Source: an optimization exercise on an open RTL-to-GDS flow (aim: small area, a short achievable clock period and few clock cycles per item). Production flows keep margins and buffers that such runs may drop.
At most, simulation tests tie the RTL to the original design; equivalence was not proved.
No functional check of the RTL was part of run 1.

## flow/design.v (module list and top-level ports; edited modules follow where they fit)
// module wvb_sat_rom: 142 lines
// module wvb_colormap_top: 3646 lines
module wvb_colormap_top (
  input  logic        clk,
  input  logic        rst,
  input  logic        in_valid,
  output logic        in_stall,
  input  logic [15:0] in_ct_ref,
  input  logic [15:0] in_aff_ref,
  input  logic [15:0] in_ct_tar,
  input  logic [15:0] in_aff_tar,
  output logic        out_valid,
  input  logic        out_stall,
  output logic [15:0] out_blend,
  output logic [7:0]  out_red,
  output logic [7:0]  out_green,
  output logic [7:0]  out_blue,
  input  logic        cfg_valid,
  output logic        cfg_ready,
  input  logic [15:0] cfg_data
);
  // ...
==> flow/run.sh <==
#!/bin/bash
# synth_recipe.tcl (not shown) runs the flow's synth.tcl, then flattens the netlist and writes it again
# the make line also repeats each setting of config.mk as NAME=value (left out here)
make -C /OpenROAD-flow-scripts/flow DESIGN_CONFIG=/design/flow/config.mk WORK_HOME=/design/flow/orfs CLKGATE_MAP_FILE= SYNTH_SCRIPT=/design/flow/synth_recipe.tcl finish
==> flow/config.mk <==
export PLATFORM = sky130hd
export DESIGN_NAME = wvb_colormap_top
export DESIGN_NICKNAME = wvb_colormap_top
export VERILOG_FILES = /design/flow/design.v
export SDC_FILE = /design/flow/constraint.sdc
export NUM_CORES = 4
export LEC_CHECK = 0
export CAP_MARGIN = 20
export CORE_MARGIN = 2
export CORE_UTILIZATION = 65
export CTS_CLUSTER_DIAMETER = 100
export CTS_CLUSTER_SIZE = 20
export PLACE_DENSITY = 0.78
export SETUP_SLACK_MARGIN = 4.5
export SLEW_MARGIN = 20
==> flow/constraint.sdc <==
create_clock -name core_clock -period 8.0 [get_ports {clk}]
set_input_delay 1.6000 -clock core_clock [delete_from_list [all_inputs] [get_ports {clk}]]
set_output_delay 1.6000 -clock core_clock [all_outputs]
set_load 0.01 [all_outputs]
==> summary.txt, run 1 <==
Synth:
- The yosys synthesis warning count is 2.
- The commonest register cell after synthesis is sky130_fd_sc_hd__edfxtp_1.
- The number of flops mapped to enable cells by yosys is 2,015.
- The most instantiated library cell after synthesis is sky130_fd_sc_hd__edfxtp_1.
- The simple-gate share of the synthesized area is 0.0857.
- The post-synthesis compound-gate area fraction was 0.102.
- After synthesis, the netlist uses 95 different library cells.
- The proportion of synthesized area in mux cells is 0.0328.

Die:
- The number of I/O pins is 128.
- The initial utilization of the core area, before any placement, comes to 0.653.

Critical path:
- In this run the critical register-to-register path is captured at r7_bR[13]$_DFFE_PN_.
- The class of the most critical setup path is reg2reg.
- The category of the worst setup path launch point is a flop.
- The highest net fanout along the worst path is 190.
- The signal on the critical path passes through buf_4 > buf_4 > clkinvlp_4 > buf_12 > buf_12.

Route:
- The wire length per cell after detailed routing is 21.8 um.
- The vias after detailed routing is 77,200.
- In the routed layout, each cell is associated on average with a via count of 6.08.

Cells and area:
- The share of cell area taken by multi-input logic gates is 0.412.
- Measured on the final layout, buffering overhead outside the clock network stands at 0.0251.
- Fill cells in the final layout number 12,700.
- The number of multi-input combinational cells in the layout is 6,504.
- In the layout the commonest cells are sky130_fd_sc_hd__edfxtp_1 (2,015), sky130_fd_sc_hd__inv_1 (1,080), sky130_fd_sc_hd__ha_1 (751).
- The flip-flop count of the largest register, all copies and words added is 181.
- The final sequential cell count is 2,113.

Clocking:
- The number of sinks driven by the clock tree is 2,113.
- The count of buffers added by post-CTS timing repair for setup is 61.
- The number of hold buffers added after cts is 0.

Global route:
- For this run the aggregate overflow at the end of global routing stands at 0.

Placed design:
- Once detailed placement completed, the half-perimeter wirelength came to 196,000 um.

STA:
- The peak clock frequency supported by timing is 0.287 GHz.
- The worst-case clock skew is 38.3 ps.
- Dividing the final minimum period by the clock period gives 0.435.

Status:
- The flow ran to the end and the layout has no timing, DRC or antenna violations.
==> run 2, diff against run 1 <==
--- a/flow/design.v
+++ b/flow/design.v
@@ -3708,72 +3708,55 @@
   assign fs_1561 = fc_1504 ^ fs_1505 ^ r21_cmm[112];
   assign fc_1562 = (fc_1504 & fs_1505) | (r21_cmm[112] & (fc_1504 ^ fs_1505));
   wire [0:0] fs_1563;
   wire [0:0] fc_1564;
   assign fs_1563 = fc_1506 ^ r21_cmm[113] ^ r21_cmm[114];
   assign fc_1564 = (fc_1506 & r21_cmm[113]) | (r21_cmm[114] & (fc_1506 ^ r21_cmm[113]));
   wire [61:0] cmm_1565;
   assign cmm_1565 = {r21_cmm[115], fc_1564, fs_1563, fc_1562, fs_1561, fc_1560, fs_1559, fc_1558, fs_1557, fc_1556, fs_1555, fc_1554, fs_1553, fc_1552, fs_1551, fc_1550, fs_1549, fc_1548, fs_1547, fc_1546, fs_1545, fc_1544, fs_1543, fc_1542, fs_1541, fc_1540, fs_1539, fc_1538, fs_1537, fc_1536, fs_1535, fc_1534, fs_1533, fc_1532, fs_1531, fc_1530, fs_1529, fc_1528, fs_1527, fc_1526, fs_1525, fc_1524, fs_1523, fc_1522, fs_1521, fc_1520, fs_1519, fc_1518, fs_1517, fc_1516, fs_1515, fc_1514, fs_1513, fc_1512, fs_1511, fc_1510, fs_1509, hc_1508, r21_cmm[4], hs_1507, r21_cmm[1], r21_cmm[0]};
-  reg v22;
-  reg [15:0] r22_bN;
-  reg [2:0] r22_sec;
-  reg [61:0] r22_cmm;
-  reg [7:0] r22_sv;
-  always @(posedge clk) begin
-    if (rst) v22 <= 1'b0;
-    else if (pe) v22 <= v21;
-  end
-  always @(posedge clk) begin
-    if (pe) begin
-      r22_bN <= r21_bN;
-      r22_sec <= r21_sec;
-      r22_cmm <= cmm_1565;
-      r22_sv <= r21_sv;
-    end
-  end
   wire [31:0] ra_1566;
   wire [31:0] rb_1567;
-  assign ra_1566 = {1'b0, r22_cmm[60], r22_cmm[58], r22_cmm[56], r22_cmm[54], r22_cmm[52], r22_cmm[50], r22_cmm[48], r22_cmm[46], r22_cmm[44], r22_cmm[42], r22_cmm[40], r22_cmm[38], r22_cmm[36], r22_cmm[34], r22_cmm[32], r22_cmm[30], r22_cmm[28], r22_cmm[26], r22_cmm[24], r22_cmm[22], r22_cmm[20], r22_cmm[18], r22_cmm[16], r22_cmm[14], r22_cmm[12], r22_cmm[10], r22_cmm[8], r22_cmm[6], r22_cmm[4], r22_cmm[2], r22_cmm[0]};
-  assign rb_1567 = {1'b0, r22_cmm[61], r22_cmm[59], r22_cmm[57], r22_cmm[55], r22_cmm[53], r22_cmm[51], r22_cmm[49], r22_cmm[47], r22_cmm[45], r22_cmm[43], r22_cmm[41], r22_cmm[39], r22_cmm[37], r22_cmm[35], r22_cmm[33], r22_cmm[31], r22_cmm[29], r22_cmm[27], r22_cmm[25], r22_cmm[23], r22_cmm[21], r22_cmm[19], r22_cmm[17], r22_cmm[15], r22_cmm[13], r22_cmm[11], r22_cmm[9], r22_cmm[7], r22_cmm[5], r22_cmm[3], r22_cmm[1]};
+  assign ra_1566 = {1'b0, cmm_1565[60], cmm_1565[58], cmm_1565[56], cmm_1565[54], cmm_1565[52], cmm_1565[50], cmm_1565[48], cmm_1565[46], cmm_1565[44], cmm_1565[42], cmm_1565[40], cmm_1565[38], cmm_1565[36], cmm_1565[34], cmm_1565[32], cmm_1565[30], cmm_1565[28], cmm_1565[26], cmm_1565[24], cmm_1565[22], cmm_1565[20], cmm_1565[18], cmm_1565[16], cmm_1565[14], cmm_1565[12], cmm_1565[10], cmm_1565[8], cmm_1565[6], cmm_1565[4], cmm_1565[2], cmm_1565[0]};
+  assign rb_1567 = {1'b0, cmm_1565[61], cmm_1565[59], cmm_1565[57], cmm_1565[55], cmm_1565[53], cmm_1565[51], cmm_1565[49], cmm_1565[47], cmm_1565[45], cmm_1565[43], cmm_1565[41], cmm_1565[39], cmm_1565[37], cmm_1565[35], cmm_1565[33], cmm_1565[31], cmm_1565[29], cmm_1565[27], cmm_1565[25], cmm_1565[23], cmm_1565[21], cmm_1565[19], cmm_1565[17], cmm_1565[15], cmm_1565[13], cmm_1565[11], cmm_1565[9], cmm_1565[7], cmm_1565[5], cmm_1565[3], cmm_1565[1]};
   wire [31:0] p_1568;
   assign p_1568 = ra_1566 + rb_1567;
   wire [15:0] P_1569;
   assign P_1569 = p_1568[31:16];
   wire [2:0] sc_1570;
-  assign sc_1570 = r22_sec;
-  reg v23;
-  reg [15:0] r23_bN;
-  reg [7:0] r23_sv;
-  reg [15:0] r23_P;
-  reg [2:0] r23_sc;
+  assign sc_1570 = r21_sec;
+  reg v22;
+  reg [15:0] r22_bN;
+  reg [7:0] r22_sv;
+  reg [15:0] r22_P;
+  reg [2:0] r22_sc;
   always @(posedge clk) begin
-    if (rst) v23 <= 1'b0;
-    else if (pe) v23 <= v22;
+    if (rst) v22 <= 1'b0;
+    else if (pe) v22 <= v21;
   end
   always @(posedge clk) begin
     if (pe) begin
-      r23_bN <= r22_bN;
-      r23_sv <= r22_sv;
-      r23_P <= P_1569;
-      r23_sc <= sc_1570;
+      r22_bN <= r21_bN;
+      r22_sv <= r21_sv;
+      r22_P <= P_1569;
+      r22_sc <= sc_1570;
     end
   end
   wire [7:0] mv_1571;
-  assign mv_1571 = ~(r23_P[15:8] + {7'd0, r23_P[7:0] > r23_P[15:8]});
+  assign mv_1571 = ~(r22_P[15:8] + {7'd0, r22_P[7:0] > r22_P[15:8]});
   wire [7:0] r_1572;
   wire [7:0] g_1573;
   wire [7:0] b_1574;
-  assign r_1572 = (r23_sc == 3'd1 || r23_sc == 3'd4) ? mv_1571 : (r23_sc == 3'd2 || r23_sc == 3'd3) ? r23_sv : 8'd255;
-  assign g_1573 = (r23_sc == 3'd3 || r23_sc == 3'd0 || r23_sc > 3'd4) ? mv_1571 : (r23_sc == 3'd4) ? r23_sv : 8'd255;
-  assign b_1574 = (r23_sc == 3'd2) ? mv_1571 : (r23_sc == 3'd1 || r23_sc == 3'd0 || r23_sc > 3'd4) ? r23_sv : 8'd255;
+  assign r_1572 = (r22_sc == 3'd1 || r22_sc == 3'd4) ? mv_1571 : (r22_sc == 3'd2 || r22_sc == 3'd3) ? r22_sv : 8'd255;
+  assign g_1573 = (r22_sc == 3'd3 || r22_sc == 3'd0 || r22_sc > 3'd4) ? mv_1571 : (r22_sc == 3'd4) ? r22_sv : 8'd255;
+  assign b_1574 = (r22_sc == 3'd2) ? mv_1571 : (r22_sc == 3'd1 || r22_sc == 3'd0 || r22_sc > 3'd4) ? r22_sv : 8'd255;
   wire [15:0] bl_1575;
-  assign bl_1575 = r23_bN;
+  assign bl_1575 = r22_bN;
   wire [39:0] res = {bl_1575, r_1572, g_1573, b_1574};
-  wire        res_v = v23;
+  wire        res_v = v22;
   always @(posedge clk) begin
     if (rst) begin
       out_valid <= 1'b0;
       skid_full <= 1'b0;
     end else begin
       out_valid <= skid_full | (out_valid & out_stall) | res_v;
       skid_full <= out_stall & (skid_full | (res_v & out_valid));
     end
==> flow/config.mk (replaced) <==
export PLATFORM = sky130hd
export DESIGN_NAME = wvb_colormap_top
export DESIGN_NICKNAME = wvb_colormap_top
export VERILOG_FILES = /design/flow/design.v
export SDC_FILE = /design/flow/constraint.sdc
export NUM_CORES = 4
export LEC_CHECK = 0
export CAP_MARGIN = 20
export CORE_MARGIN = 2
export CORE_UTILIZATION = 55
export CTS_CLUSTER_DIAMETER = 100
export CTS_CLUSTER_SIZE = 20
export PLACE_DENSITY = 0.7
export SETUP_SLACK_MARGIN = 4.7
export SLEW_MARGIN = 20
==> run 2 against run 1 <==
Compared with the run above: global-route usage shrank 2.9 points; die area increased by 16%; register-to-register slack got worse by 97 ps; hold slack got worse by 9.7 ps; largest cell class unchanged; still clean.
==> summary.txt, run 2 <==
Critical path:
- The class of the most critical setup path is reg2reg (unchanged).
- The highest net fanout along the worst path came to 3 (was 190).
- The count of cells along the worst register-to-register path is 13 (was 5).
- The destination of the critical timing path is r22_P[5]$_DFFE_PN_ (was r7_bR[13]$_DFFE_PN_).
- The cell that appears most often on the critical path is sky130_fd_sc_hd__fa_1.
- The required time at the worst-slack endpoint is 8680 ps (was 8420 ps).
- The reg-to-reg critical path startpoint is r21_cmm[19]$_DFFE_PN_ (was skid_full$_SDFF_PP0_).
- The capturing element type of the critical path was a flop (unchanged).
- The origin of the worst setup path was r21_cmm[19]$_DFFE_PN_ (was skid_full$_SDFF_PP0_).
- The largest stage delay on the critical path came to 520 ps (was 750 ps).
- The number of cells on the critical path is 13 (was 5).
- The family with the most delay on the worst path is adder cells (was buffers and inverters).
- The endpoint of the most critical register-to-register path was r22_P[5]$_DFFE_PN_ (was r7_bR[13]$_DFFE_PN_).
- The master of the slowest instance on the critical path is sky130_fd_sc_hd__fa_1 (was sky130_fd_sc_hd__buf_12).
- The category of the worst setup path launch point is a flop (unchanged).
- Ordered list of cells on the worst path: inv_2 > fa_1 > inv_1 > fa_1 > ha_4 > and4_1 > and2_4 > a221o_1 > and4_4 > o311ai_4 > nand2_2 > or3_1 > nand4_1 (was buf_4 > buf_4 > clkinvlp_4 > buf_12 > buf_12).
- The buffers plus inverters on the worst setup path is 2 (was 5).
- The data arrival at the endpoint of the critical path came to 4260 ps (was 3900 ps).

STA:
- The peak clock frequency supported by timing came to 0.279 GHz (was 0.287 GHz).
- The worst-case clock skew is 43.2 ps (was 38.3 ps).
- The shortest period the worst path allows was 3580 ps (was 3480 ps).
- The transition time of the tightest slew-check pin is 1050 ps (was 1180 ps).
- The worst hold slack across all endpoints is 402 ps (was 411 ps).
- The post-route setup TNS came to 0 ps (unchanged).
- The share of the clock period used by the worst path after layout is 0.447 (was 0.435).
- The max-slew violation count was 0 (unchanged).
- The final worst-path setup slack is 4420 ps (was 4520 ps).
- The final hold violation count was 0 (unchanged).
- Unrepaired setup endpoints after global routing: true (unchanged).
- The final setup violation count was 0 (unchanged).
- The remaining max-slew budget at the tightest pin was 0.298 (was 0.213).

Die:
- The die footprint is 0.219 mm^2 (was 0.189 mm^2).
- The standard-cell row count was 170 (was 158).
- The overall die height is 468 um (was 435 um).
- The horizontal extent of the die is 468 um (was 435 um).
- The number of I/O pins is 128 (unchanged).
- The placeable core area is 0.214 mm^2 (was 0.185 mm^2).
- The starting density of the core was 0.552 (was 0.653).

Synth:
- The most instantiated library cell after synthesis is sky130_fd_sc_hd__edfxtp_1 (unchanged).
- The fraction of registers with async set or reset after synthesis is 0 (unchanged).
- Biggest area contributors in the synthesized netlist: sky130_fd_sc_hd__edfxtp_1 (49%), sky130_fd_sc_hd__fa_1 (8.6%), sky130_fd_sc_hd__ha_1 (8.0%) (was sky130_fd_sc_hd__edfxtp_1 (50%), sky130_fd_sc_hd__fa_1 (8.4%), sky130_fd_sc_hd__ha_1 (7.8%)).
- The synthesized flop and latch total is 2,023 (was 2,113).
- The part of the Yosys area used for sequential elements is 0.505 (was 0.518).
- The synthesized netlist net count came to 11,400 (about the same).
- Most common library cells after synthesis: sky130_fd_sc_hd__edfxtp_1 (1,926), sky130_fd_sc_hd__inv_1 (964), sky130_fd_sc_hd__ha_1 (756), sky130_fd_sc_hd__nand2_1 (654), sky130_fd_sc_hd__o21ai_0 (608) (was sky130_fd_sc_hd__edfxtp_1 (2,015), sky130_fd_sc_hd__inv_1 (1,086), sky130_fd_sc_hd__ha_1 (756), sky130_fd_sc_hd__nor2_1 (651), sky130_fd_sc_hd__xnor2_1 (569)).
- The average cell area after synthesis is 11.8 um^2 (was 12.0 um^2).
- The synthesized instance count is 10,100 (was 10,000).
- The most area-hungry cell type in the Yosys netlist was sky130_fd_sc_hd__edfxtp_1 (unchanged).
- The top-area cell type share of the netlist area came to 0.489 (was 0.502).
- The commonest register cell after synthesis is sky130_fd_sc_hd__edfxtp_1 (unchanged).
- The post-synthesis cell area is 0.118 mm^2 (was 0.121 mm^2).
- The number of flops mapped to enable cells by yosys came to 1,926 (was 2,015).
- The yosys synthesis warning count is 2 (unchanged).
- The number of distinct standard cells referenced by the synthesized netlist is 84 (was 95).

Cells and area:
- The fraction of layout cells with a size suffix above 1 is 0.0916 (was 0.0781).
- The flip-flop count of the largest register, all copies and words added was 181 (unchanged).
- The layout filler cell count came to 16,700 (was 12,700).
- Highest-count cells in the layout ignoring fill and taps: sky130_fd_sc_hd__edfxtp_1 (1,926), sky130_fd_sc_hd__inv_1 (906), sky130_fd_sc_hd__ha_1 (732) (was sky130_fd_sc_hd__edfxtp_1 (2,015), sky130_fd_sc_hd__inv_1 (1,080), sky130_fd_sc_hd__ha_1 (751)).
- The final instance count without filler cells is 13,300 (was 12,700).
- The register area is 0.0598 mm^2 (was 0.0625 mm^2).
- The total area of multi-input combinational cells is 0.0548 mm^2 (was 0.0534 mm^2).
- The top register by number of flip-flops is r2_nmm (unchanged).
- The synthesis-to-layout area growth is 9.98% (was 7.57%).
- Biggest regs: r2_nmm (181), r21_cmm (116), r3_nmm (66) (unchanged).
- The leading cell type in the layout, fill and taps excluded was sky130_fd_sc_hd__edfxtp_1 (unchanged).
- The post-layout net count is 11,700 (was 11,500).

Clocking:
- The clock transition time at the flip-flop clock pins of the worst setup and hold paths came to 90 ps (was 100 ps).
- The number of buffers created by CTS is 117 (unchanged).
- The number of hold buffers added after cts is 0 (unchanged).
- The CTS tree is built (unchanged).
- The insertion delay to the later sink of the worst-skew pair is 810 ps (was 820 ps).
- The maximum buffer depth of the clock tree is 3 (unchanged).
- The number of H-tree branching levels came to 3 (unchanged).
- The number of sinks driven by the clock tree came to 2,023 (was 2,113).
- The root buffer cell is sky130_fd_sc_hd__clkbuf_16 (unchanged).

Global route:
- The final global-route overflow total is 0 (unchanged).
- The global-route wire length before repair is 444,000 um (was 432,000 um).
- The initial antenna violation count was 4 (was 1).
- The global-route usage over all layers is 0.260 (was 0.289).
- The maximum number of pins on one net before global-route repair came to 187 (was 216).
- The number of global-route vias before repair is 77,900 (was 78,900).

Placed design:
- The HPWL after detailed placement is 209,000 um (was 196,000 um).
- The cell total after placement is 12,800 (was 12,400).
- The global placer's final weighted congestion is 0.934 (was 0.907).
- The pre-CTS setup slack came to 3690 ps (was 3710 ps).
- The count of port buffers added during placement is 126 (unchanged).

Route:
- The post-detailed-route count of antenna-violating nets is 0 (unchanged).
- The detail-routed via count per cell is 5.97 (was 6.08).
- The violation count after the first detailed-routing iteration was 7,263 (was 6,782).
- The wire length per cell after detailed routing was 22.0 um (was 21.8 um).
- The vias after detailed routing came to 79,200 (was 77,200).
- The sum of routed wire length over all layers is 292,000 um (was 277,000 um).
- The number of optimization iterations in the first detailed-route pass is 6 (was 7).
- The DRC violation count after routing is 0 (unchanged).

Hold path:
- The classification of the worst-slack hold path is reg2reg (unchanged).

Status:
- Status: complete, no violations (unchanged).

Job:
- The max-capacitance violation count is 0 (unchanged).
-- run 2: cell types whose count changed in the layout (fill, tap and decap cells not counted), moves of 105 or more --
cell / delta
sky130_fd_sc_hd__xnor2_1: -112
sky130_fd_sc_hd__inv_1: -174
sky130_fd_sc_hd__nand2_1: +152
sky130_fd_sc_hd__o21a_1: +175
sky130_fd_sc_hd__buf_4: +150
sky130_fd_sc_hd__mux2_2: -184
sky130_fd_sc_hd__o21ai_0: +105
sky130_fd_sc_hd__nor2_1: -181
-- run 2: worst min-delay path by stage --
| stage | start | to | slack, ps | depth (start not counted) |
|---|---|---|---|---|
| floorplan | r9_bN[9]$_DFFE_PN_ | r10_bN[10]$_DFFE_PN_ | 400 | 0 |
| global placement | r14_bN[13]$_DFFE_PN_ | r15_bN[14]$_DFFE_PN_ | 400 | 0 |
| detailed placement | r11_hq[0]$_DFFE_PN_ | r12_hq[1]$_DFFE_PN_ | 400 | 0 |
| CTS | r6_bN[8]$_DFFE_PN_ | r7_bN[9]$_DFFE_PN_ | 400 | 0 |
| global route | r9_hq[4]$_DFFE_PN_ | r10_hq[5]$_DFFE_PN_ | 410 | 0 |
| finish | r16_hq[13]$_DFFE_PN_ | r17_hq[14]$_DFFE_PN_ | 400 | 0 |
-- run 2: layout make-up --
type | instances | share of cell area
diodes | 2 | 0.0000385
clock buffers | 168 | 0.0246
clock inverters | 17 | 0.00174
inverters | 975 | 0.0292
multi-input cells | 6728 | 0.421
flip-flops and latches | 2023 | 0.459
well taps | 2838 | 0.0273
repair buffers | 521 | 0.0368
repair inverters | 1 | 0.0000577
-- run 2: cells by family (layout without fill, tap and decap cells) --
group	after synthesis	in the layout	share of synthesized area
simple gates	2216	2219	0.0917
xor+xnor	671	671	0.0498
mux	166	166	0.0150
compound gates	2408	2408	0.131
buf+inv	1313	1682	0.0418
flops	2023	2023	0.505
fa+ha+maj	1263	1263	0.166
other cells	1	3	0.0000317
-- run 2: worst reg2reg max path, delay by kind of cell (launching register included) --
kind / cells / cell delay, ps
adders and majority gates: 3 / 1260
DFF: 1 / 350
and+or+nand+nor: 6 / 1140
AOI/OAI and AO/OA: 2 / 630
buffers and inverters: 2 / 90
-- run 2: metrics by stage --
step / area [um^2] / util
after floorplan: 118000 / -
after global placement: 123000 / 0.573
after detailed placement: 123000 / 0.573
after CTS: 128000 / 0.597
after global routing: 130000 / 0.608
final: 130000 / 0.608
-- run 2: timing repair --
| item | in CTS | in global routing |
|---|---|---|
| pin swaps | 51 | 82 |
| gates resized for setup | 195 | 200 |
| buffers inserted | 142 | 161 |
| cloned | 3 | 11 |
| endpoints found under the setup margin | 1525 | 665 |
-- run 2: layer usage --
| metal | global-route usage | wire length (um) | vias up |
|---|---|---|---|
| met4 | 0.0835 | 10200 | 4 |
| met3 | 0.0327 | 17600 | 546 |
| met5 | 0 | 69 | - |
| met1 | 0.349 | 122000 | 39300 |
| met2 | 0.440 | 142000 | 2594 |
| li1 | - | - | 36800 |
Testbench counts of run 2, summed over its fixed seeds: cycles 12,192, items 12,000.
==> run 3, diff against run 2 <==
--- a/flow/config.mk
+++ b/flow/config.mk
@@ -11,5 +11,5 @@
 export CTS_CLUSTER_DIAMETER = 100
 export CTS_CLUSTER_SIZE = 20
 export PLACE_DENSITY = 0.7
-export SETUP_SLACK_MARGIN = 4.7
+export SETUP_SLACK_MARGIN = 4.4
 export SLEW_MARGIN = 20
==> run 3 against run 2 <==
Compared with the run above: hold slack lost 8.5 ps; critical path type unchanged; area after synthesis is the same; highest routed layer is now met4; cell count shrank 2.0%; wire length shrank 2.8%; critical endpoint is now r22_P[12]$_DFFE_PN_; still clean; largest cell class unchanged.
==> summary.txt, run 3 <==
Placed design:
- The area after detailed placement is 0.123 mm^2 (unchanged).
- The global placer's final weighted congestion is 0.934 (unchanged).
- The count of port buffers added during placement was 126 (unchanged).
- The HPWL after detailed placement was 209,000 um (unchanged).

Critical path:
- The class of the most critical setup path was reg2reg (unchanged).
- The category of the worst setup path launch point is a flop (unchanged).
- The capturing element type of the critical path is a flop (unchanged).
- The highest net fanout along the worst path is 4 (was 3).
- The data arrival at the endpoint of the critical path came to 4170 ps (was 4260 ps).
- The required time at the worst-slack endpoint is 8550 ps (was 8680 ps).

Cells and area:
- Biggest regs: r2_nmm (181), r21_cmm (116), r3_nmm (66) (unchanged).
- The fraction of layout cells with a size suffix above 1 was 0.0527 (was 0.0916).
- The post-layout net count is 11,400 (was 11,700).
- The post-route cell area is 0.127 mm^2 (was 0.130 mm^2).
- The flip-flop count of the largest register, all copies and words added is 181 (unchanged).
- The top register by number of flip-flops is r2_nmm (unchanged).
- The synthesis-to-layout area growth is 7.34% (was 9.98%).
- Highest-count cells in the layout ignoring fill and taps: sky130_fd_sc_hd__edfxtp_1 (1,926), sky130_fd_sc_hd__inv_1 (953), sky130_fd_sc_hd__ha_1 (743) (was sky130_fd_sc_hd__edfxtp_1 (1,926), sky130_fd_sc_hd__inv_1 (906), sky130_fd_sc_hd__ha_1 (732)).
- The leading cell type in the layout, fill and taps excluded is sky130_fd_sc_hd__edfxtp_1 (unchanged).

STA:
- The shortest period the worst path allows was 3610 ps (was 3580 ps).
- The peak clock frequency supported by timing is 0.277 GHz (was 0.279 GHz).
- The worst hold slack across all endpoints is 393 ps (was 402 ps).
- The remaining max-slew budget at the tightest pin was 0.245 (was 0.298).
- The transition time of the tightest slew-check pin is 1130 ps (was 1050 ps).
- Unrepaired setup endpoints after global routing: true (unchanged).
- The post-route setup TNS was 0 ps (unchanged).
- The final setup violation count came to 0 (unchanged).
- The final hold violation count is 0 (unchanged).
- The share of the clock period used by the worst path after layout is 0.452 (was 0.447).
- The max-slew violation count is 0 (unchanged).
- The worst-case clock skew is 42.6 ps (was 43.2 ps).

Synth:
- The yosys synthesis warning count is 2 (unchanged).
- Most common library cells after synthesis: sky130_fd_sc_hd__edfxtp_1 (1,926), sky130_fd_sc_hd__inv_1 (964), sky130_fd_sc_hd__ha_1 (756), sky130_fd_sc_hd__nand2_1 (654), sky130_fd_sc_hd__o21ai_0 (608) (unchanged).
- The number of distinct standard cells referenced by the synthesized netlist came to 84 (unchanged).
- The fraction of registers with async set or reset after synthesis came to 0 (unchanged).
- Biggest area contributors in the synthesized netlist: sky130_fd_sc_hd__edfxtp_1 (49%), sky130_fd_sc_hd__fa_1 (8.6%), sky130_fd_sc_hd__ha_1 (8.0%) (unchanged).
- The commonest register cell after synthesis is sky130_fd_sc_hd__edfxtp_1 (unchanged).
- The top-area cell type share of the netlist area is 0.489 (unchanged).
- The average cell area after synthesis is 11.8 um^2 (unchanged).
- The synthesized flop and latch total is 2,023 (unchanged).
- The post-synthesis cell area was 0.118 mm^2 (unchanged).
- The synthesized instance count is 10,100 (unchanged).
- The most area-hungry cell type in the Yosys netlist is sky130_fd_sc_hd__edfxtp_1 (unchanged).
- The most instantiated library cell after synthesis was sky130_fd_sc_hd__edfxtp_1 (unchanged).
- The synthesized netlist net count came to 11,400 (unchanged).
- The part of the Yosys area used for sequential elements was 0.505 (unchanged).
- The number of flops mapped to enable cells by yosys is 1,926 (unchanged).

Die:
- The standard-cell row count was 170 (unchanged).
- The overall die height is 468 um (unchanged).
- The number of I/O pins came to 128 (unchanged).
- The horizontal extent of the die came to 468 um (unchanged).
- The placeable core area is 0.214 mm^2 (unchanged).
- The die footprint is 0.219 mm^2 (unchanged).
- The starting density of the core is 0.552 (unchanged).

Global route:
- The maximum number of pins on one net before global-route repair is 187 (unchanged).
- The global-route wire length before repair is 439,000 um (was 444,000 um).
- The initial antenna violation count was 4 (unchanged).
- The global-route usage over all layers was 0.256 (was 0.260).
- The number of global-route vias before repair is 77,000 (was 77,900).
- The final global-route overflow total is 0 (unchanged).

Route:
- The detail-routed via count per cell is 5.99 (was 5.97).
- The DRC violation count after routing is 0 (unchanged).
- The number of optimization iterations in the first detailed-route pass is 6 (unchanged).
- The wire length per cell after detailed routing is 21.8 um (was 22.0 um).
- The violation count after the first detailed-routing iteration was 7,406 (was 7,263).
- The sum of routed wire length over all layers is 284,000 um (was 292,000 um).
- The vias after detailed routing is 77,900 (was 79,200).
- The post-detailed-route count of antenna-violating nets is 0 (unchanged).

Clocking:
- The number of H-tree branching levels is 3 (unchanged).
- The maximum buffer depth of the clock tree is 3 (unchanged).
- The insertion delay to the later sink of the worst-skew pair came to 800 ps (was 810 ps).
- The CTS tree is built (unchanged).
- The number of hold buffers added after cts was 0 (unchanged).
- The number of sinks driven by the clock tree is 2,023 (unchanged).
- The clock transition time at the flip-flop clock pins of the worst setup and hold paths came to 90 ps (about the same).
- The number of buffers created by CTS is 117 (unchanged).
- The root buffer cell was sky130_fd_sc_hd__clkbuf_16 (unchanged).

Job:
- The max-capacitance violation count is 0 (unchanged).

Status:
- Status: complete, no violations (unchanged).

Hold path:
- The classification of the worst-slack hold path is reg2reg (unchanged).
## run 3: layer usage
| metal | track usage | part of all wire | vias to the layer above |
|---|---|---|---|
| met5 | 0 | 0 | - |
| met4 | 0.0798 | 0.033 | 0 |
| met3 | 0.0304 | 0.060 | 502 |
| met2 | 0.435 | 0.49 | 2649 |
| met1 | 0.345 | 0.42 | 38500 |
| li1 | - | - | 36300 |
## run 3: cell families (layout without fill, tap and decap cells)
| group | count (synthesis) | count (layout) | share of synthesized area |
|---|---|---|---|
| compound gates | 2408 | 2408 | 0.131 |
| simple gates | 2216 | 2216 | 0.0917 |
| flops | 2023 | 2023 | 0.505 |
| buf+inv | 1313 | 1414 | 0.0418 |
| fa+ha+maj | 1263 | 1263 | 0.166 |
| xor+xnor | 671 | 671 | 0.0498 |
| mux | 166 | 166 | 0.0150 |
| other cells | 1 | 4 | 0.0000317 |
## run 3: through the flow
| step | util | instances | setup WS, ps |
|---|---|---|---|
| 3_5_place_dp | 0.573 | 12800 | 3690 |
| 3_3_place_gp | 0.573 | 12800 | 3690 |
| 4_1_cts | 0.590 | 13000 | 4360 |
| 5_1_grt | 0.593 | 13000 | 4260 |
| 6_report | 0.593 | 13000 | 4390 |
| 2_1_floorplan | - | 10100 | -21470 |
## run 3: worst paths after layout
kind                              start                  end  slack [ps]  cells after the start
setup reg to reg  r21_cmm[17]$_DFFE_PN_  r22_P[12]$_DFFE_PN_        4390                     14
hold reg to reg      r6_bN[8]$_DFFE_PN_   r7_bN[9]$_DFFE_PN_         390                      0
hold / removal       r6_bN[8]$_DFFE_PN_   r7_bN[9]$_DFFE_PN_         390                      0
setup / recovery  r21_cmm[17]$_DFFE_PN_  r22_P[12]$_DFFE_PN_        4390                     14
## run 3: area by class of cell
class                           count  area, um^2
Timing Repair inverter              1        7.51
Clock buffer                      168        3200
Multi-Input combinational cell   6725       54100
Inverter                          975        3690
Sequential cell                  2023       59800
Antenna cell                        3        7.51
Clock inverter                     17         226
Fill cell                       17000       87200
Tap cell                         2838        3550
Timing Repair Buffer              253        2400
## run 3: critical path, stage by stage, from the launching register on
cell and delay [ps]:
sky130_fd_sc_hd__edfxtp_1 360, sky130_fd_sc_hd__inv_2 40, sky130_fd_sc_hd__fa_1 520, sky130_fd_sc_hd__inv_1 50, sky130_fd_sc_hd__fa_1 480, sky130_fd_sc_hd__ha_4 300, sky130_fd_sc_hd__and4_1 240, sky130_fd_sc_hd__and2_4 180
sky130_fd_sc_hd__a32oi_4 130, sky130_fd_sc_hd__a21oi_4 300, sky130_fd_sc_hd__a31oi_4 150, sky130_fd_sc_hd__buf_4 160, sky130_fd_sc_hd__o211ai_1 240, sky130_fd_sc_hd__a21oi_2 100, sky130_fd_sc_hd__xnor2_1 130
## run 3: timing repair
action / in CTS / in global routing
endpoints found under the setup margin: 438 / 363
gates resized for setup: 49 / 72
gates cloned: 0 / 2
pin swaps: 16 / 24
setup buffers: 14 / 30
==> run 4, diff against run 3 <==
--- a/flow/config.mk
+++ b/flow/config.mk
@@ -11,5 +11,5 @@
 export CTS_CLUSTER_DIAMETER = 100
 export CTS_CLUSTER_SIZE = 20
 export PLACE_DENSITY = 0.7
-export SETUP_SLACK_MARGIN = 4.4
+export SETUP_SLACK_MARGIN = 4.5
 export SLEW_MARGIN = 20
==> run 4 against run 3 <==
Compared with the run above: still clean; hold slack improved by 0.99 ps; register-to-register slack gained 96 ps; die area did not move; sequential share of layout area shrank 0.40 points; synthesized cell count did not move; clock skew is 1.4 ps lower; via count increased by 0.54%; cell count grew 0.69%.
==> summary.txt, run 4 <==
Route:
- The number of optimization iterations in the first detailed-route pass is 6 (unchanged).
- The detail-routed via count per cell was 5.98 (was 5.99).
- The wire length per cell after detailed routing came to 21.8 um (about the same).
- The vias after detailed routing is 78,300 (was 77,900).
- The DRC violation count after routing is 0 (unchanged).
- The sum of routed wire length over all layers was 286,000 um (was 284,000 um).
- The post-detailed-route count of antenna-violating nets came to 0 (unchanged).
- The violation count after the first detailed-routing iteration was 7,285 (was 7,406).

Cells and area:
- The fraction of layout cells with a size suffix above 1 is 0.0660 (was 0.0527).
- The post-route cell area came to 0.128 mm^2 (was 0.127 mm^2).
- The layout filler cell count came to 16,900 (was 17,000).
- The top register by number of flip-flops is r2_nmm (unchanged).
- The post-layout net count is 11,500 (was 11,400).
- The synthesis-to-layout area growth is 8.26% (was 7.34%).
- The final instance count without filler cells is 13,100 (was 13,000).
- Highest-count cells in the layout ignoring fill and taps: sky130_fd_sc_hd__edfxtp_1 (1,926), sky130_fd_sc_hd__inv_1 (939), sky130_fd_sc_hd__ha_1 (735) (was sky130_fd_sc_hd__edfxtp_1 (1,926), sky130_fd_sc_hd__inv_1 (953), sky130_fd_sc_hd__ha_1 (743)).
- The flip-flop count of the largest register, all copies and words added is 181 (unchanged).
- The final core utilization is 0.598 (was 0.593).
- The leading cell type in the layout, fill and taps excluded is sky130_fd_sc_hd__edfxtp_1 (unchanged).
- Biggest regs: r2_nmm (181), r21_cmm (116), r3_nmm (66) (unchanged).

Clocking:
- The number of H-tree branching levels is 3 (unchanged).
- The number of buffers created by CTS is 117 (unchanged).
- The CTS tree was built (unchanged).
- The number of hold buffers added after cts came to 0 (unchanged).
- The clock transition time at the flip-flop clock pins of the worst setup and hold paths is 90 ps (about the same).
- The maximum buffer depth of the clock tree is 3 (unchanged).
- The number of sinks driven by the clock tree is 2,023 (unchanged).
- The insertion delay to the later sink of the worst-skew pair came to 800 ps (about the same).
- The root buffer cell is sky130_fd_sc_hd__clkbuf_16 (unchanged).

Die:
- The overall die height is 468 um (unchanged).
- The die footprint is 0.219 mm^2 (unchanged).
- The number of I/O pins is 128 (unchanged).
- The starting density of the core is 0.552 (unchanged).
- The placeable core area is 0.214 mm^2 (unchanged).
- The standard-cell row count is 170 (unchanged).
- The horizontal extent of the die was 468 um (unchanged).

Critical path:
- The category of the worst setup path launch point is a flop (unchanged).
- The largest stage delay on the critical path came to 570 ps (was 520 ps).
- The buffers plus inverters on the worst setup path is 2 (was 3).
- The class of the most critical setup path is reg2reg (unchanged).
- The required time at the worst-slack endpoint was 8670 ps (was 8550 ps).
- The capturing element type of the critical path is a flop (unchanged).
- The data arrival at the endpoint of the critical path is 4190 ps (was 4170 ps).
- The origin of the worst setup path is r21_cmm[25]$_DFFE_PN_ (was r21_cmm[17]$_DFFE_PN_).
- The master of the slowest instance on the critical path is sky130_fd_sc_hd__fa_1 (unchanged).
- The reg-to-reg critical path startpoint is r21_cmm[25]$_DFFE_PN_ (was r21_cmm[17]$_DFFE_PN_).
- Ordered list of cells on the worst path: inv_2 > fa_1 > fa_1 > inv_2 > ha_4 > and4_4 > and2_4 > a221o_1 > and4_4 > o311ai_4 > nand2_2 > or3_1 > nand4_1 (was inv_2 > fa_1 > inv_1 > fa_1 > ha_4 > and4_1 > and2_4 > a32oi_4 > a21oi_4 > a31oi_4 > buf_4 > o211ai_1 > a21oi_2 > xnor2_1).
- The family with the most delay on the worst path was adder cells (unchanged).
- The highest net fanout along the worst path is 4 (unchanged).

Synth:
- The post-synthesis cell area came to 0.118 mm^2 (unchanged).
- The synthesized instance count is 10,100 (unchanged).
- The most instantiated library cell after synthesis is sky130_fd_sc_hd__edfxtp_1 (unchanged).
- The yosys synthesis warning count is 2 (unchanged).
- The fraction of registers with async set or reset after synthesis is 0 (unchanged).
- The top-area cell type share of the netlist area is 0.489 (unchanged).
- The part of the Yosys area used for sequential elements is 0.505 (unchanged).
- The commonest register cell after synthesis is sky130_fd_sc_hd__edfxtp_1 (unchanged).
- The number of distinct standard cells referenced by the synthesized netlist is 84 (unchanged).
- The number of flops mapped to enable cells by yosys is 1,926 (unchanged).
- Biggest area contributors in the synthesized netlist: sky130_fd_sc_hd__edfxtp_1 (49%), sky130_fd_sc_hd__fa_1 (8.6%), sky130_fd_sc_hd__ha_1 (8.0%) (unchanged).
- The synthesized netlist net count is 11,400 (unchanged).
- The synthesized flop and latch total was 2,023 (unchanged).
- The most area-hungry cell type in the Yosys netlist is sky130_fd_sc_hd__edfxtp_1 (unchanged).
- The average cell area after synthesis was 11.8 um^2 (unchanged).
- Most common library cells after synthesis: sky130_fd_sc_hd__edfxtp_1 (1,926), sky130_fd_sc_hd__inv_1 (964), sky130_fd_sc_hd__ha_1 (756), sky130_fd_sc_hd__nand2_1 (654), sky130_fd_sc_hd__o21ai_0 (608) (unchanged).

Global route:
- The global-route usage over all layers came to 0.257 (was 0.256).
- The initial antenna violation count is 5 (was 4).
- The final global-route overflow total is 0 (unchanged).
- The number of global-route vias before repair is 77,200 (was 77,000).
- The maximum number of pins on one net before global-route repair is 187 (unchanged).
- The global-route wire length before repair is 440,000 um (was 439,000 um).

STA:
- The final hold violation count came to 0 (unchanged).
- Unrepaired setup endpoints after global routing: true (unchanged).
- The peak clock frequency supported by timing is 0.284 GHz (was 0.277 GHz).
- The final setup violation count is 0 (unchanged).
- The shortest period the worst path allows is 3520 ps (was 3610 ps).
- The transition time of the tightest slew-check pin is 1160 ps (was 1130 ps).
- The final worst-path setup slack was 4480 ps (was 4390 ps).
- The max-slew violation count was 0 (unchanged).
- The remaining max-slew budget at the tightest pin is 0.228 (was 0.245).
- The share of the clock period used by the worst path after layout is 0.439 (was 0.452).
- The worst hold slack across all endpoints came to 394 ps (was 393 ps).
- The worst-case clock skew is 41.2 ps (was 42.6 ps).
- The post-route setup TNS is 0 ps (unchanged).

Placed design:
- The area after detailed placement was 0.123 mm^2 (unchanged).
- The pre-CTS setup slack came to 3690 ps (unchanged).
- The global placer's final weighted congestion is 0.934 (unchanged).
- The cell total after placement is 12,800 (unchanged).
- The count of port buffers added during placement is 126 (unchanged).
- The HPWL after detailed placement is 209,000 um (unchanged).

Status:
- Status: complete, no violations (unchanged).

Job:
- The max-capacitance violation count is 0 (unchanged).

Hold path:
- The startpoint of the most critical hold path is r6_bN[8]$_DFFE_PN_ (unchanged).
- The classification of the worst-slack hold path is reg2reg (unchanged).
## run 4: changes by cell type in the layout (fill, tap and decap cells not counted), sizes merged
cell / delta
clkinvlp: -1
clkinv: +4
clkbuf: -1
buf: +92
diode: -1
inv: -3
## run 4: path summary, 6_finish.rpt
check,to,slack [ps],cells past startpoint
worst max register to register,r22_P[5]$_DFFE_PN_,4480,13
worst min register to register,r7_bN[9]$_DFFE_PN_,390,0
worst max-delay path,r22_P[5]$_DFFE_PN_,4480,13
worst min-delay path,r7_bN[9]$_DFFE_PN_,390,0
## run 4: cell families after synthesis
logic type | synth area share
muxes | 0.0150
other | 0.0000317
buffers and inverters | 0.0418
and+or+nand+nor | 0.0917
xor gates and xnor gates | 0.0498
AOI/OAI and AO/OA | 0.131
DFF | 0.505
adders and majority gates | 0.166
## run 4: final cells by class
class / instances / area (um^2) / area share
multi-input combinational: 6725 / 54400 / 0.424
timing repair buffer: 344 / 3270 / 0.0256
sequential: 2023 / 59800 / 0.467
inverter: 975 / 3690 / 0.0288
clock buffer: 168 / 3200 / 0.0250
clock inverter: 17 / 226 / 0.00177
timing repair inverter: 1 / 5.00 / 0.0000391
tap: 2838 / 3550 / 0.0277
antenna: 2 / 5.00 / 0.0000391
## run 4: worst reg2reg max path, delay by kind of cell (launching register included)
kind,cells,cell delay [ps]
buffers and inverters,2,120
and+or+nand+nor,6,1040
DFF,1,400
adders and majority gates,3,1220
AOI/OAI and AO/OA,2,620
## run 4: what timing repair did
item	CTS	global route
setup buffers	34	99
setup endpoints to repair	725	597
pin swaps	29	57
gates resized for setup	82	102
cloned	1	3
## run 4: per-layer routing
| layer | routed length (um) | global-route usage | vias up |
|---|---|---|---|
| met5 | 11 | 0 | - |
| met4 | 9470 | 0.0803 | 2 |
| met3 | 16900 | 0.0311 | 504 |
| met2 | 140000 | 0.436 | 2652 |
| met1 | 120000 | 0.345 | 38700 |
| li1 | - | - | 36500 |
==> run 5, diff against run 4 <==
--- a/flow/config.mk
+++ b/flow/config.mk
@@ -7,9 +7,9 @@
 export LEC_CHECK = 0
 export CAP_MARGIN = 20
 export CORE_MARGIN = 2
-export CORE_UTILIZATION = 55
+export CORE_UTILIZATION = 50
 export CTS_CLUSTER_DIAMETER = 100
 export CTS_CLUSTER_SIZE = 20
-export PLACE_DENSITY = 0.7
+export PLACE_DENSITY = 0.65
 export SETUP_SLACK_MARGIN = 4.5
 export SLEW_MARGIN = 20
==> run 5 against run 4 <==
Compared with the run above: critical path depth is the same; area after synthesis unchanged; utilization decreased by 5.4 points; clock-buffer cell count decreased by 18.
==> summary.txt, run 5 <==
Global route:
- The final global-route overflow total came to 0 (unchanged).
- The maximum number of pins on one net before global-route repair is 195 (was 187).
- The initial antenna violation count is 5 (unchanged).
- The global-route usage over all layers is 0.235 (was 0.257).
- The number of global-route vias before repair is 77,200 (about the same).
- The global-route wire length before repair is 445,000 um (was 440,000 um).

Synth:
- The yosys synthesis warning count was 2 (unchanged).
- The fraction of registers with async set or reset after synthesis is 0 (unchanged).
- The most instantiated library cell after synthesis is sky130_fd_sc_hd__edfxtp_1 (unchanged).
- Biggest area contributors in the synthesized netlist: sky130_fd_sc_hd__edfxtp_1 (49%), sky130_fd_sc_hd__fa_1 (8.6%), sky130_fd_sc_hd__ha_1 (8.0%) (unchanged).
- Most common library cells after synthesis: sky130_fd_sc_hd__edfxtp_1 (1,926), sky130_fd_sc_hd__inv_1 (964), sky130_fd_sc_hd__ha_1 (756), sky130_fd_sc_hd__nand2_1 (654), sky130_fd_sc_hd__o21ai_0 (608) (unchanged).
- The commonest register cell after synthesis is sky130_fd_sc_hd__edfxtp_1 (unchanged).
- The number of flops mapped to enable cells by yosys is 1,926 (unchanged).
- The synthesized netlist net count came to 11,400 (unchanged).
- The post-synthesis cell area is 0.118 mm^2 (unchanged).
- The number of distinct standard cells referenced by the synthesized netlist is 84 (unchanged).
- The top-area cell type share of the netlist area was 0.489 (unchanged).
- The most area-hungry cell type in the Yosys netlist was sky130_fd_sc_hd__edfxtp_1 (unchanged).
- The average cell area after synthesis was 11.8 um^2 (unchanged).
- The synthesized instance count came to 10,100 (unchanged).
- The synthesized flop and latch total is 2,023 (unchanged).
- The part of the Yosys area used for sequential elements is 0.505 (unchanged).

Clocking:
- The number of sinks driven by the clock tree came to 2,023 (unchanged).
- The clock transition time at the flip-flop clock pins of the worst setup and hold paths was 90 ps (about the same).
- The number of buffers created by CTS is 117 (unchanged).
- The root buffer cell is sky130_fd_sc_hd__clkbuf_16 (unchanged).
- The number of H-tree branching levels is 3 (unchanged).
- The insertion delay to the later sink of the worst-skew pair came to 810 ps (was 800 ps).
- The number of hold buffers added after cts came to 0 (unchanged).
- The maximum buffer depth of the clock tree is 3 (unchanged).
- The CTS tree was built (unchanged).

Placed design:
- The cell total after placement is 13,100 (was 12,800).
- The area after detailed placement is 0.123 mm^2 (about the same).
- The pre-CTS setup slack is 3340 ps (was 3690 ps).
- The global placer's final weighted congestion was 0.911 (was 0.934).
- The count of port buffers added during placement is 126 (unchanged).
- The HPWL after detailed placement is 211,000 um (was 209,000 um).

Critical path:
- The data arrival at the endpoint of the critical path came to 4320 ps (was 4190 ps).
- The capturing element type of the critical path is a flop (unchanged).
- The class of the most critical setup path is reg2reg (unchanged).
- The category of the worst setup path launch point is a flop (unchanged).
- The highest net fanout along the worst path is 3 (was 4).
- The required time at the worst-slack endpoint was 8670 ps (about the same).

STA:
- The remaining max-slew budget at the tightest pin is 0.234 (was 0.228).
- The shortest period the worst path allows is 3650 ps (was 3520 ps).
- The final setup violation count is 0 (unchanged).
- The post-route setup TNS is 0 ps (unchanged).
- The max-slew violation count is 0 (unchanged).
- The final worst-path setup slack was 4350 ps (was 4480 ps).
- The peak clock frequency supported by timing was 0.274 GHz (was 0.284 GHz).
- Unrepaired setup endpoints after global routing: true (unchanged).
- The worst-case clock skew came to 30.5 ps (was 41.2 ps).
- The share of the clock period used by the worst path after layout is 0.456 (was 0.439).
- The transition time of the tightest slew-check pin was 1150 ps (was 1160 ps).
- The worst hold slack across all endpoints is 402 ps (was 394 ps).
- The final hold violation count was 0 (unchanged).

Die:
- The overall die height was 490 um (was 468 um).
- The number of I/O pins came to 128 (unchanged).
- The starting density of the core is 0.503 (was 0.552).
- The placeable core area is 0.235 mm^2 (was 0.214 mm^2).
- The horizontal extent of the die is 490 um (was 468 um).
- The standard-cell row count is 178 (was 170).
- The die footprint is 0.241 mm^2 (was 0.219 mm^2).

Cells and area:
- The flip-flop count of the largest register, all copies and words added is 181 (unchanged).
- The layout filler cell count is 19,900 (was 16,900).
- The post-route cell area is 0.128 mm^2 (about the same).
- The leading cell type in the layout, fill and taps excluded is sky130_fd_sc_hd__edfxtp_1 (unchanged).
- The final core utilization was 0.544 (was 0.598).
- The post-layout net count was 11,500 (about the same).
- The top register by number of flip-flops is r2_nmm (unchanged).
- Biggest regs: r2_nmm (181), r21_cmm (116), r3_nmm (66) (unchanged).
- The synthesis-to-layout area growth was 8.13% (was 8.26%).
- The fraction of layout cells with a size suffix above 1 was 0.0624 (was 0.0660).
- Highest-count cells in the layout ignoring fill and taps: sky130_fd_sc_hd__edfxtp_1 (1,926), sky130_fd_sc_hd__inv_1 (939), sky130_fd_sc_hd__ha_1 (739) (was sky130_fd_sc_hd__edfxtp_1 (1,926), sky130_fd_sc_hd__inv_1 (939), sky130_fd_sc_hd__ha_1 (735)).
- The final instance count without filler cells is 13,400 (was 13,100).

Route:
- The violation count after the first detailed-routing iteration is 6,325 (was 7,285).
- The number of optimization iterations in the first detailed-route pass was 5 (was 6).
- The DRC violation count after routing was 0 (unchanged).
- The post-detailed-route count of antenna-violating nets was 0 (unchanged).
- The sum of routed wire length over all layers is 287,000 um (was 286,000 um).
- The wire length per cell after detailed routing was 21.5 um (was 21.8 um).
- The vias after detailed routing is 77,200 (was 78,300).
- The detail-routed via count per cell is 5.78 (was 5.98).

Job:
- The max-capacitance violation count is 0 (unchanged).

Status:
- Status: complete, no violations (unchanged).

Hold path:
- The classification of the worst-slack hold path is reg2reg (unchanged).
-- run 5: worst max-delay path: stages (launching register included) --
cell and delay, ps:
sky130_fd_sc_hd__edfxtp_1 340, sky130_fd_sc_hd__inv_2 40, sky130_fd_sc_hd__fa_1 540, sky130_fd_sc_hd__inv_2 40, sky130_fd_sc_hd__fa_1 520, sky130_fd_sc_hd__ha_4 210, sky130_fd_sc_hd__and4_4 190, sky130_fd_sc_hd__and2_4 130
sky130_fd_sc_hd__a221o_1 410, sky130_fd_sc_hd__and4_4 210, sky130_fd_sc_hd__o311ai_4 320, sky130_fd_sc_hd__nand2_2 120, sky130_fd_sc_hd__or3_1 370, sky130_fd_sc_hd__nand4_1 70
-- run 5: layer usage --
metal,vias up,wire (um),global-route usage
li1,36400,-,-
met5,-,0,0
met1,38200,122000,0.312
met4,0,10200,0.0784
met3,469,14300,0.0280
met2,2200,141000,0.399
-- run 5: cell type report --
| type | instances | area [um^2] | share of cell area |
|---|---|---|---|
| Antenna cell | 3 | 7.51 | 0.0000587 |
| Clock inverter | 22 | 224 | 0.00175 |
| Timing Repair inverter | 1 | 7.51 | 0.0000587 |
| Inverter | 975 | 3710 | 0.0290 |
| Multi-Input combinational cell | 6725 | 54300 | 0.424 |
| Tap cell | 3150 | 3940 | 0.0308 |
| Clock buffer | 150 | 3160 | 0.0247 |
| Sequential cell | 2023 | 59800 | 0.467 |
| Timing Repair Buffer | 313 | 2840 | 0.0222 |
-- run 5: final timing paths --
| kind | start | endpoint | cells after the start |
|---|---|---|---|
| hold / removal | r4_bN[0]$_DFFE_PN_ | r5_bN[1]$_DFFE_PN_ | 0 |
| setup reg to reg | r21_cmm[17]$_DFFE_PN_ | r22_P[5]$_DFFE_PN_ | 13 |
| setup / recovery | r21_cmm[17]$_DFFE_PN_ | r22_P[5]$_DFFE_PN_ | 13 |
| hold reg to reg | r4_bN[0]$_DFFE_PN_ | r5_bN[1]$_DFFE_PN_ | 0 |
-- run 5: cell families after synthesis --
logic type / count (synthesis) / synth area share
multiplexers: 166 / 0.0150
buffers and inverters: 1313 / 0.0418
AND/OR/NAND/NOR: 2216 / 0.0917
flip-flops: 2023 / 0.505
adder cells (fa/ha/maj): 1263 / 0.166
XOR/XNOR: 671 / 0.0498
other: 1 / 0.0000317
AO/OA/AOI/OAI: 2408 / 0.131
-- run 5: what timing repair did --
action	CTS	global route
cloned	0	3
pin swaps	19	54
setup buffers	29	69
setup endpoints to repair	173	164
resized for setup	65	99

what the ideal ports hide:
In the flow no input, the clock included, has a driving cell. The finished layouts below were timed again as built, in two steps.
Step 1 assumes that a clkbuf_16 drives the clock port and a buf_2 every other input.
Step 2, shift: input delay + t, output delay - t, t = (earliest + latest rising clock arrival at the registers) / 2. This alone moves slack from input paths to output paths.
Three values: ideal ports, drivers, drivers and shift; two values: the first two.
| run | t (ns) | slack for setup (ns) | hold slack, ns | worst data-port slew with drivers (ns) |
|---|---|---|---|---|
| run 1 | 0.891 | 4.518 / 4.518 / 4.292 | 0.411 / 0.411 / 0.411 | 0.06 |
| run 2 | 0.864 | 4.421 / 4.421 / 4.251 | 0.402 / 0.402 / 0.402 | 0.05 |
| run 3 | 0.861 | 4.388 / 4.388 / 4.245 | 0.393 / 0.393 / 0.393 | 0.05 |
| run 4 | 0.861 | 4.484 / 4.484 / 4.248 | 0.394 / 0.394 / 0.394 | 0.05 |
| run 5 | 0.885 | 4.349 / 4.349 / 4.174 | 0.402 / 0.402 / 0.402 | 0.05 |
After both steps setup and hold are still met in every run listed. For run 4, which loses most, drivers alone change the setup slack by 0.000 ns; drivers and shift together by -0.236 ns.
